Source: an optimization exercise on an open RTL-to-GDS flow (aim: small area, a short achievable clock period and few clock cycles per item). Production flows keep margins and buffers that such runs may drop.
Function was checked by simulation only, so behaviour that the tests miss may differ from the original.

==> design/flow/design.v <==
package dpb_pkg;
    localparam int DEPTH_W = 16;
    localparam int PIX_W   = 12;
    localparam int FOC_W   = 16;
    localparam int CTR_W   = 18;
    localparam int MAXD_W  = 15;
    localparam int COORD_W = 24;
    localparam int Z_W     = 15;
    localparam int AOFS_W  = CTR_W;                      
    localparam int PROD_W  = MAXD_W + AOFS_W;            
    localparam int QB      = COORD_W - 1;                
    localparam int REM0_W  = PROD_W + 4 - QB;            
    localparam int KB      = 2;
    localparam int NDIV    = (QB + KB - 1) / KB;
    localparam int AXIS_LAT = 3 + NDIV;
    localparam int APB_AW = 5;
    localparam int APB_DW = 32;
    localparam logic [FOC_W-1:0]  FOCAL_X_RST  = 16'd36864;
    localparam logic [FOC_W-1:0]  FOCAL_Y_RST  = 16'd36864;
    localparam logic [CTR_W-1:0]  CENTER_X_RST = 18'd20480;
    localparam logic [CTR_W-1:0]  CENTER_Y_RST = 18'd15360;
    localparam logic [MAXD_W-1:0] MAX_DEPTH_RST = 15'd1300;
    localparam logic [COORD_W-1:0] COORD_MAX = 24'h7FFFFF;
    localparam logic [COORD_W-1:0] COORD_MIN = 24'h800000;
    typedef enum logic [2:0] {
        REG_FOCAL_X   = 3'd0,
        REG_FOCAL_Y   = 3'd1,
        REG_CENTER_X  = 3'd2,
        REG_CENTER_Y  = 3'd3,
        REG_MAX_DEPTH = 3'd4
    } t_reg_idx;
endpackage
import dpb_pkg::*;
module dpb_axis
(
    input  logic                 i_clk,
    input  logic                 i_en,
    input  logic [MAXD_W-1:0]    i_depth,
    input  logic [PIX_W-1:0]     i_pix,
    input  logic [CTR_W-1:0]     i_center,
    input  logic [FOC_W-1:0]     i_focal,
    output logic [COORD_W-1:0]   o_coord
);
    localparam int W_W = QB;    
    logic [FOC_W-1:0] div_f;
    assign div_f = {i_focal[FOC_W-1:1], i_focal[0] | ~(|i_focal)};
    logic [CTR_W:0]      n_dp, n_dn;
    logic                r_a_neg;
    logic [AOFS_W-1:0]   r_a_abs;
    logic [MAXD_W-1:0]   r_a_d;
    assign n_dp = {1'b0, i_pix, 6'b0} - {1'b0, i_center};
    assign n_dn = {1'b0, i_center} - {1'b0, i_pix, 6'b0};
    logic [AOFS_W+8-1:0] r_m_lo;
    logic [AOFS_W+7-1:0] r_m_hi;
    logic                r_m_neg;
    logic [PROD_W-1:0]   r_p_prod;
    logic                r_p_neg;
    logic [FOC_W-1:0]    r_rem [1:NDIV];
    logic [W_W-1:0]      r_w   [1:NDIV];
    logic                r_neg [1:NDIV];
    logic                r_sat [1:NDIV];
    logic [FOC_W-1:0]    n_rem [1:NDIV];
    logic [W_W-1:0]      n_w   [1:NDIV];
    logic                n_sat;
    always_comb begin
        logic [FOC_W:0]   t;
        logic [FOC_W-1:0] rem;
        logic [W_W-1:0]   w;
        logic             ge;
        n_sat = (r_p_prod[PROD_W-1:QB-4] >= i_focal) && (|r_p_prod);
        for (int j = 1; j <= NDIV; j++) begin
            if (j == 1) begin
                rem = FOC_W'(r_p_prod[PROD_W-1:QB-4]);
                w   = {r_p_prod[QB-5:0], 4'b0000};
            end else begin
                rem = r_rem[j-1];
                w   = r_w[j-1];
            end
            for (int k = 0; k < KB; k++) begin
                if ((j-1)*KB + k < QB) begin
                    t   = {rem, w[W_W-1]};
                    ge  = (t >= {1'b0, div_f});
                    rem = ge ? FOC_W'(t - {1'b0, div_f}) : FOC_W'(t);
                    w   = {w[W_W-2:0], ge};
                end
            end
            n_rem[j] = rem;
            n_w[j]   = w;
        end
    end
    always_ff @(posedge i_clk) begin
        if (i_en) begin
            r_a_d    <= i_depth;
            r_a_neg  <= n_dp[CTR_W];
            r_a_abs  <= n_dp[CTR_W] ? n_dn[CTR_W-1:0] : n_dp[CTR_W-1:0];
            r_m_lo   <= r_a_abs * r_a_d[7:0];
            r_m_hi   <= r_a_abs * r_a_d[MAXD_W-1:8];
            r_m_neg  <= r_a_neg;
            r_p_prod <= PROD_W'(r_m_lo) + (PROD_W'(r_m_hi) << 8);
            r_p_neg  <= r_m_neg;
            r_rem[1] <= n_rem[1];
            r_w[1]   <= n_w[1];
            r_neg[1] <= r_p_neg;
            r_sat[1] <= n_sat;
            for (int j = 2; j <= NDIV; j++) begin
                r_rem[j] <= n_rem[j];
                r_w[j]   <= n_w[j];
                r_neg[j] <= r_neg[j-1];
                r_sat[j] <= r_sat[j-1];
            end
        end
    end
    always_comb begin
        if (r_sat[NDIV])
            o_coord = r_neg[NDIV] ? COORD_MIN : COORD_MAX;
        else if (r_neg[NDIV])
            o_coord = COORD_W'(-{1'b0, r_w[NDIV]});
        else
            o_coord = {1'b0, r_w[NDIV]};
    end
endmodule
import dpb_pkg::*;
module depth_pixel_backprojection
(
    input  logic              i_clk,
    input  logic              i_rst_n,
    input  logic              i_s_tvalid,
    output logic              o_s_tready,
    input  logic [39:0]       i_s_tdata,    
    output logic              o_m_tvalid,
    input  logic              i_m_tready,
    output logic [63:0]       o_m_tdata,    
    output logic [0:0]        o_m_tuser,    
    input  logic              psel,
    input  logic              penable,
    input  logic              pwrite,
    input  logic [APB_AW-1:0] paddr,
    input  logic [APB_DW-1:0] pwdata,
    output logic [APB_DW-1:0] prdata,
    output logic              pready
);
    localparam int LAT = AXIS_LAT;    
    logic [FOC_W-1:0]  r_focal_x;
    logic [FOC_W-1:0]  r_focal_y;
    logic [CTR_W-1:0]  r_center_x;
    logic [CTR_W-1:0]  r_center_y;
    logic [MAXD_W-1:0] r_max_depth;
    logic cfg_wr;
    assign pready = 1'b1;
    assign cfg_wr = psel && penable && pwrite;
    always_ff @(posedge i_clk) begin
        if (!i_rst_n) begin
            r_focal_x   <= FOCAL_X_RST;
            r_focal_y   <= FOCAL_Y_RST;
            r_center_x  <= CENTER_X_RST;
            r_center_y  <= CENTER_Y_RST;
            r_max_depth <= MAX_DEPTH_RST;
        end else if (cfg_wr) begin
            case (paddr[APB_AW-1:2])
                REG_FOCAL_X:   r_focal_x   <= pwdata[FOC_W-1:0];
                REG_FOCAL_Y:   r_focal_y   <= pwdata[FOC_W-1:0];
                REG_CENTER_X:  r_center_x  <= pwdata[CTR_W-1:0];
                REG_CENTER_Y:  r_center_y  <= pwdata[CTR_W-1:0];
                REG_MAX_DEPTH: r_max_depth <= pwdata[MAXD_W-1:0];
                default: ;   
            endcase
        end
    end
    logic [CTR_W-1:0] r_prdata;
    always_ff @(posedge i_clk) begin
        case (paddr[APB_AW-1:2])
            REG_FOCAL_X:   r_prdata <= CTR_W'(r_focal_x);
            REG_FOCAL_Y:   r_prdata <= CTR_W'(r_focal_y);
            REG_CENTER_X:  r_prdata <= r_center_x;
            REG_CENTER_Y:  r_prdata <= r_center_y;
            REG_MAX_DEPTH: r_prdata <= CTR_W'(r_max_depth);
            default:       r_prdata <= '0;
        endcase
    end
    assign prdata = APB_DW'(r_prdata);
    logic           r_sv;         
    logic           r_ov;         
    logic           advance;
    logic           r0_v;
    logic [LAT-1:0] r_vld;
    assign advance    = !r_sv;
    assign o_s_tready = advance;
    always_ff @(posedge i_clk) begin
        if (!i_rst_n) begin
            r0_v  <= 1'b0;
            r_vld <= '0;
        end else if (advance) begin
            r0_v  <= i_s_tvalid;
            r_vld <= {r_vld[LAT-2:0], r0_v};
        end
    end
    logic [39:0] r0_data;
    always_ff @(posedge i_clk) begin
        if (advance) r0_data <= i_s_tdata;
    end
    logic [DEPTH_W-1:0] s_depth;
    logic               n_ok;
    assign s_depth = r0_data[15:0];
    assign n_ok = !s_depth[DEPTH_W-1] && (|s_depth[DEPTH_W-2:0]) &&
                  (s_depth[DEPTH_W-2:0] < r_max_depth);
    logic              r_ok [0:LAT-1];
    logic [Z_W-1:0]    r_z  [0:LAT-1];
    always_ff @(posedge i_clk) begin
        if (advance) begin
            r_ok[0] <= n_ok;
            r_z[0]  <= s_depth[Z_W-1:0];
            for (int k = 1; k < LAT; k++) begin
                r_ok[k] <= r_ok[k-1];
                r_z[k]  <= r_z[k-1];
            end
        end
    end
    logic [COORD_W-1:0] ax_x;
    logic [COORD_W-1:0] ax_y;
    dpb_axis u_axis_x (
        .i_clk    (i_clk),
        .i_en     (advance),
        .i_depth  (s_depth[MAXD_W-1:0]),
        .i_pix    (r0_data[27:16]),
        .i_center (r_center_x),
        .i_focal  (r_focal_x),
        .o_coord  (ax_x)
    );
    dpb_axis u_axis_y (
        .i_clk    (i_clk),
        .i_en     (advance),
        .i_depth  (s_depth[MAXD_W-1:0]),
        .i_pix    (r0_data[39:28]),
        .i_center (r_center_y),
        .i_focal  (r_focal_y),
        .o_coord  (ax_y)
    );
    logic        out_ok;
    logic [64:0] n_item;     
    assign out_ok = r_ok[LAT-1];
    assign n_item = {out_ok, 1'b0,
                     out_ok ? r_z[LAT-1] : {Z_W{1'b0}},
                     out_ok ? ax_y : {COORD_W{1'b0}},
                     out_ok ? ax_x : {COORD_W{1'b0}}};
    logic [64:0] r_out;
    logic [64:0] r_skid;
    logic        arrive;
    assign arrive = advance && r_vld[LAT-1];
    always_ff @(posedge i_clk) begin
        if (!i_rst_n) begin
            r_ov <= 1'b0;
            r_sv <= 1'b0;
        end else begin
            if (!r_ov || i_m_tready) begin
                r_ov <= r_sv || arrive;
                r_sv <= 1'b0;
            end else if (arrive) begin
                r_sv <= 1'b1;
            end
        end
    end
    always_ff @(posedge i_clk) begin
        if (!r_ov || i_m_tready) r_out <= r_sv ? r_skid : n_item;
        if (r_ov && !i_m_tready && arrive) r_skid <= n_item;
    end
    assign o_m_tvalid = r_ov;
    assign o_m_tdata  = r_out[63:0];
    assign o_m_tuser  = r_out[64];
endmodule
==> design/flow/run.sh <==
#!/bin/bash
# synth_recipe.tcl (not shown) runs the flow's synth.tcl, then flattens the netlist and writes it again
# the make line also repeats each setting of config.mk as NAME=value (left out here)
make -C /OpenROAD-flow-scripts/flow DESIGN_CONFIG=/design/flow/config.mk WORK_HOME=/design/flow/orfs CLKGATE_MAP_FILE= SYNTH_SCRIPT=/design/flow/synth_recipe.tcl finish
==> design/flow/config.mk <==
export PLATFORM = sky130hd
export DESIGN_NAME = depth_pixel_backprojection
export DESIGN_NICKNAME = depth_pixel_backprojection
export VERILOG_FILES = /design/flow/design.v
export SDC_FILE = /design/flow/constraint.sdc
export NUM_CORES = 4
export LEC_CHECK = 0
export CAP_MARGIN = 20
export CORE_MARGIN = 2
export CORE_UTILIZATION = 40
export SETUP_SLACK_MARGIN = 5
export SLEW_MARGIN = 20
==> design/flow/constraint.sdc <==
create_clock -name core_clock -period 8.0 [get_ports {i_clk}]
set_input_delay 1.6000 -clock core_clock [delete_from_list [all_inputs] [get_ports {i_clk}]]
set_output_delay 1.6000 -clock core_clock [all_outputs]
set_load 0.01 [all_outputs]
==> results.txt, run 1 <==
routed wire length roughly 330000 µm; Worst EP arrival 7.16 ns; cell taking the most area after synthesis edfxtp_1; Crit path required time 8.55 ns; area grow syn2layout 30.9%; Site Rows roughly 190; Inst Count DP about 14000; clock sinks 1609; slowest cell on the critical path a2111o_1; ANT nets after route 0; Final Slew Violations 0; Achievable Freq around 150 MHz; buffers and inverters on the worst path 5; clk root buf clkbuf_16; outcome finished clean; Synth area leaders edfxtp_1 40%, ha_1 12%, fa_1 7.1%, mux2_2 5.0%, xnor2_1 3.6%; nets 13400; Setup TNS Final 0 ns; Final min period around 6.6 ns; FF+latch count, synth 1609; Non-Filler Instances approximately 16000; most used cell, CP a21o_1; largest net degree at the start of global routing 181; startpoint types flip-flop; initial antenna violation count 34; hold-fix buffers at CTS 0; Hold Path Class reg -> reg; fillers 23400; final period utilization 0.826; Remaining DRCs 0; sequential share of the synthesized area 0.420; critical path type reg -> reg; Top FF cell, synth edfxtp_1; die height 534 µm; top-count cell post-synth edfxtp_1; vias in the first global route 85600; global-route wire length before repair between 400000 and 500000 µm; CTS tree done; placeable core area roughly 0.28 mm²; final setup violation count 0; CTS clk-pin slew, worst paths 0.06 ns; GPL Wtd Cong approximately 0.94; layout cells sized above 1 0.309; syn avg cell area 10.8 µm²; Synth top area share 0.398; crit-path max cell delay 0.49 ns; Slew headroom 0.269; routed length per placed instance roughly 21 µm; CTS max path bufs 3; top post-synthesis cells by count 1490 x edfxtp_1, 1034 x ha_1, 934 x nand2_1; Worst-Skew Late Latency 0.89 ns; Vias per Instance 5.51; unrepaired setup endpoints after global routing true; crit end category flip-flop; IO Port Bufs 151; initial cell density of the core 0.402; Top Ports approximately 180; DRT iter0 DRCs slightly above 6000; CP delay by family, top compound AO/OA/AOI/OAI gates; DRT Pass-1 Iters 7; EDFF count, synth 1490; Ys Warns 10; post-DP HPWL between 200000 and 250000 µm; Syn Inst Count a little over 10000; Max-Cap Viols 0; Hold Violations, Final 0; synthesized cell area 0.112 mm²; H-Tree Level Count 4; asr flop ratio synth 0; Die ar. 0.285 mm²; Vias 86900; Critical Path Fanout Max 5; TritonCTS buffer count 182; Distinct cells, synth 93; worst-case clock skew 0.0921 ns; die width 534 µm; GRT Total Usage 0.222; Slew @ Worst Pin 1.10 ns; Congestion Overflow GR 0
==> kinds of logic (layout without fill, tap and decap cells) <==
kind of cell / after synthesis / in the layout / synth area share
other: 2 / 37 / 0.0000669
buffers and inverters: 1076 / 2689 / 0.0368
multiplexers: 583 / 583 / 0.0579
flip-flops: 1609 / 1609 / 0.420
AO/OA/AOI/OAI: 2233 / 2247 / 0.130
adder cells (fa/ha/maj): 1430 / 1430 / 0.186
XOR/XNOR: 669 / 669 / 0.0522
AND/OR/NAND/NOR: 2762 / 2766 / 0.118
==> worst paths after layout <==
check          startpoint                     to  slack, ns  depth (start not counted)
min               r_ok[3]                r_ok[4]       0.35                          0
max reg2reg  r_focal_y[4]  u_axis_y.r_rem[1][14]       1.39                         30
min reg2reg       r_ok[3]                r_ok[4]       0.35                          0
max          r_focal_y[4]  u_axis_y.r_rem[1][14]       1.39                         30
==> repair_timing <==
action,in CTS,in global routing
gates resized for setup,2114,883
pin swaps,697,573
setup buffers,851,338
endpoints found under the setup margin,1500,1021
hold endpoints to repair,0,0
gates cloned,56,6
==> state kept, by name, indices dropped and copies added, names as in the netlist, 25 cells and up <==
signal / count
u_axis_y.r_m_hi: 25
r_skid: 64
r0_data: 40
u_axis_x.r_m_hi: 25
u_axis_y.r_p_prod: 33
u_axis_y.r_w: 236
u_axis_y.r_rem: 176
r_out: 64
r_z: 210
u_axis_y.r_m_lo: 26
u_axis_x.r_w: 236
u_axis_x.r_rem: 176
u_axis_x.r_p_prod: 33
u_axis_x.r_m_lo: 26
==> cells in the final DEF (no fill, tap or decap), drive strengths merged, types with 32 or more instances in the layout <==
| cell type | n |
|---|---|
| o21ai | 434 |
| a21boi | 119 |
| inv | 776 |
| and3 | 61 |
| xnor2 | 465 |
| or2 | 32 |
| mux2 | 503 |
| a22oi | 36 |
| o211ai | 44 |
| dfxtp | 119 |
| nand3 | 130 |
| a211o | 46 |
| nor4 | 63 |
| clkdlybuf4s50 | 62 |
| fa | 396 |
| and2 | 275 |
| mux2i | 79 |
| edfxtp | 1490 |
| o21a | 118 |
| a21o | 318 |
| or3 | 67 |
| o22ai | 38 |
| o21bai | 89 |
| buf | 1483 |
| nand4 | 137 |
| a31oi | 63 |
| nand2b | 76 |
| nor3 | 191 |
| nor2b | 148 |
| ha | 1034 |
| a21oi | 607 |
| clkinv | 96 |
| clkbuf | 217 |
| nor2 | 570 |
| o31ai | 59 |
| nand2 | 936 |
| a211oi | 37 |
| xor2 | 204 |
==> through the flow <==
stage | hold slack (ns) | util | area (µm²) | worst slack, ns
after floorplan | 0.400 | - | 113000 | 1.35
final | 0.345 | 0.526 | 147000 | 1.39
after CTS | 0.362 | 0.502 | 140000 | 1.69
after global routing | 0.363 | 0.526 | 147000 | 1.26
after global placement | 0.401 | 0.427 | 119000 | 0.788
after detailed placement | 0.405 | 0.427 | 119000 | 0.667
==> per-layer routing <==
layer  share of wire  wire length (µm)  vias up  GRT usage
met4           0.055             18500        4      0.112
met5        0.000081                27        -          0
met3           0.052             17400      655     0.0301
met1            0.43            143000    43100      0.292
li1                -                 -    40700          -
met2            0.46            154000     2430      0.358
==> area by class of cell <==
class                   count  area [µm²]  share of cell area
diodes                     21        52.6            0.000357
clock buffers             212        4680              0.0318
clock inverters           125        1430             0.00970
inverters                 789        3100              0.0211
multi-input cells        7711       70900               0.483
flip-flops and latches   1609       47300               0.321
well taps                3724        4660              0.0317
repair buffers           1560       14800               0.101
repair inverters            3        48.8            0.000332
Testbench counts, summed over its fixed seeds: cycles 10,032, items 9,600.
==> run 2, diff against run 1 <==
--- a/design/flow/config.mk
+++ b/design/flow/config.mk
@@ -5,6 +5,7 @@
 export SDC_FILE = /design/flow/constraint.sdc
 export NUM_CORES = 4
 export LEC_CHECK = 0
+export ABC_CLOCK_PERIOD_IN_PS = 2500
 export CAP_MARGIN = 20
 export CORE_MARGIN = 2
 export CORE_UTILIZATION = 40
==> results.txt, run 2 <==
outcome finished clean; XOR/XNOR Fraction of Synth Area 0.0522; area grow syn2layout 30.9%; Non-Filler Instances roughly 16000; IO Port Bufs 151; hold depth 0; Synth Area in Adders 0.186; commonest non-fill, non-tap cell in the layout edfxtp_1; R2R depth 30; Final WS setup roughly 1.4 ns; R2R Path Start r_focal_y[4]; CTS clk-pin slew, worst paths around 0.06 ns; Synth area leaders edfxtp_1 40%, ha_1 12%, fa_1 7.1%, mux2_2 5.0%, xnor2_1 3.6%; startpoint types flip-flop; Vias per Instance 5.51; crit-path max cell delay between 0.4 and 0.5 ns; fillers approximately 23000; most used cell, CP a21o_1; final setup violation count 0; placeable core area around 0.28 mm²; Final min period 6.61 ns; Distinct cells, synth 93; DRT iter0 DRCs ~6100; Synth Area in Simple Gates 0.118; Max-Cap Viols 0; clock sinks 1609; met3 GRT Util 0.0301; sequential share of the synthesized area 0.420; top-count cell post-synth edfxtp_1; nets 13400; Ys Warns 10; CTS max path bufs 3; H-Tree Level Count 4; Worst-Skew Late Latency ~0.9 ns; cell taking the most area after synthesis edfxtp_1; die width 534 µm; HP Start r_ok[3]; Die ar. 0.285 mm²; worst-case clock skew 0.0921 ns; GPL Wtd Cong about 0.94; EDFF count, synth 1490; initial antenna violation count 34; most frequent cells in the layout 1490 x edfxtp_1, 949 x buf_4, 879 x nand2_1; critical path type reg -> reg; die height 534 µm; M1 GR Usage 0.292; mux cell area share after synthesis 0.0579; Slew headroom 0.269; asr flop ratio synth 0; routed length per placed instance 21.2 µm; CTS tree done; hold path endpoint r_ok[4]; synthesized cell area 0.112 mm²; Synth Area in Compound Gates 0.130; largest family of logic cells by synthesized area adder cells; clk root buf clkbuf_16; reg2reg end u_axis_y.r_rem[1][14]; slowest cell on the critical path a2111o_1; Achievable Freq ~150 MHz; global routing's busiest layer met2; routed wire length 333000 µm; TritonCTS buffer count 182; Setup TNS Final 0 ns; DRT Pass-1 Iters 7; Top Ports 184; global-route wire length before repair between 400000 and 500000 µm; post-layout util 0.526; DP Worst Slack 0.667 ns; initial cell density of the core 0.402; unrepaired setup endpoints after global routing true; Final Slew Violations 0; Slew @ Worst Pin 1.10 ns; Site Rows 194; Synth top area share 0.398; Hold Path Class reg -> reg; Top FF cell, synth edfxtp_1; Syn Inst Count 10400; vias in the first global route 85600; top post-synthesis cells by count 1490 x edfxtp_1, 1034 x ha_1, 934 x nand2_1; largest net degree at the start of global routing 181; GRT Total Usage 0.222; Worst EP arrival 7.16 ns; Crit path required time 8.55 ns; Remaining DRCs 0; Inst Count DP between 10000 and 15000; ANT nets after route 0; Vias 86900; FF+latch count, synth ~1600; final period utilization 0.826; post-DP HPWL ~220000 µm; met2 GRT Util 0.358; syn avg cell area 10.8 µm²; Congestion Overflow GR 0; flop2flop setup slack 1.39 ns; Hold Violations, Final 0; crit end category flip-flop; layout cells sized above 1 0.309; Critical Path Fanout Max 5; largest registers u_axis_x.r_w x236, u_axis_y.r_w x236, r_z x210
## run 2: metrics by stage
step	hold WS, ns	cell area (µm²)
6_report	0.345	147000
3_5_place_dp	0.405	119000
3_3_place_gp	0.401	119000
5_1_grt	0.363	147000
4_1_cts	0.362	140000
2_1_floorplan	0.400	113000
## run 2: area by class of cell
cell class / count / area, µm² / share of cell area
multi-input combinational: 7711 / 70900 / 0.483
clock inverter: 125 / 1430 / 0.00970
sequential: 1609 / 47300 / 0.321
inverter: 789 / 3100 / 0.0211
timing repair inverter: 3 / 48.8 / 0.000332
timing repair buffer: 1560 / 14800 / 0.101
antenna: 21 / 52.6 / 0.000357
clock buffer: 212 / 4680 / 0.0318
tap: 3724 / 4660 / 0.0317
## run 2: cells by family (layout without fill, tap and decap cells)
group / after synthesis / after routing
fa+ha+maj: 1430 / 1430
buf+inv: 1076 / 2689
compound gates: 2233 / 2247
mux: 583 / 583
simple gates: 2762 / 2766
xor+xnor: 669 / 669
flops: 1609 / 1609
other cells: 2 / 37
## run 2: how the worst max path moves through the flow
stage                       from                     to  slack [ns]  depth (start not counted)
floorplan           r_focal_x[9]  u_axis_x.r_rem[8][10]        1.35                         23
global placement    r_focal_y[3]   u_axis_y.r_rem[6][3]        0.79                         24
detailed placement  r_focal_y[3]   u_axis_y.r_rem[9][8]        0.67                         23
CTS                 r_focal_y[8]  u_axis_y.r_rem[1][14]        1.69                         29
global route        r_focal_y[3]   u_axis_y.r_rem[1][5]        1.26                         31
finish              r_focal_y[4]  u_axis_y.r_rem[1][14]        1.39                         30
## run 2: what timing repair did
action                                   CTS  global route
resized for setup                       2114           883
hold buffers                               0             0
buffers inserted                         851           338
pin swaps                                697           573
hold endpoints to repair                   0             0
endpoints found under the setup margin  1500          1021
cloned                                    56             6
## run 2: metal layers
layer | part of all wire | routed length (µm)
met5 | 0.000081 | 27
met4 | 0.055 | 18500
met3 | 0.052 | 17400
met2 | 0.46 | 154000
met1 | 0.43 | 143000
## run 2: worst max-delay path, delay by kind of cell, from the launching register on
family | cells | cell delay, ns
adder cells (fa/ha/maj) | 3 | 0.84
flip-flops | 1 | 0.35
AO/OA/AOI/OAI | 15 | 3.40
buffers and inverters | 5 | 0.63
multiplexers | 3 | 0.44
AND/OR/NAND/NOR | 4 | 0.65

[port drivers added, routing unchanged]
In the flow no input, the clock included, has a driving cell. The finished layouts below were timed again as built, in two steps. Step 1: set_driving_cell puts a clkbuf_16 on i_clk and a buf_2 on each other input, an assumption about the parent block. Step 2 also shifts input and output timing later by t, the mid clock arrival at the registers, as if the neighbouring blocks saw the same clock. Three values: no drivers, after step 1, after step 2; two values: the first two.
run	shift t [ns]	setup slack, ns	worst setup path after step 2
run 1	0.948	1.393 / 1.393 / 1.393	register to register
run 2	0.948	1.393 / 1.393 / 1.393	register to register
After both steps every run listed still meets setup and hold.
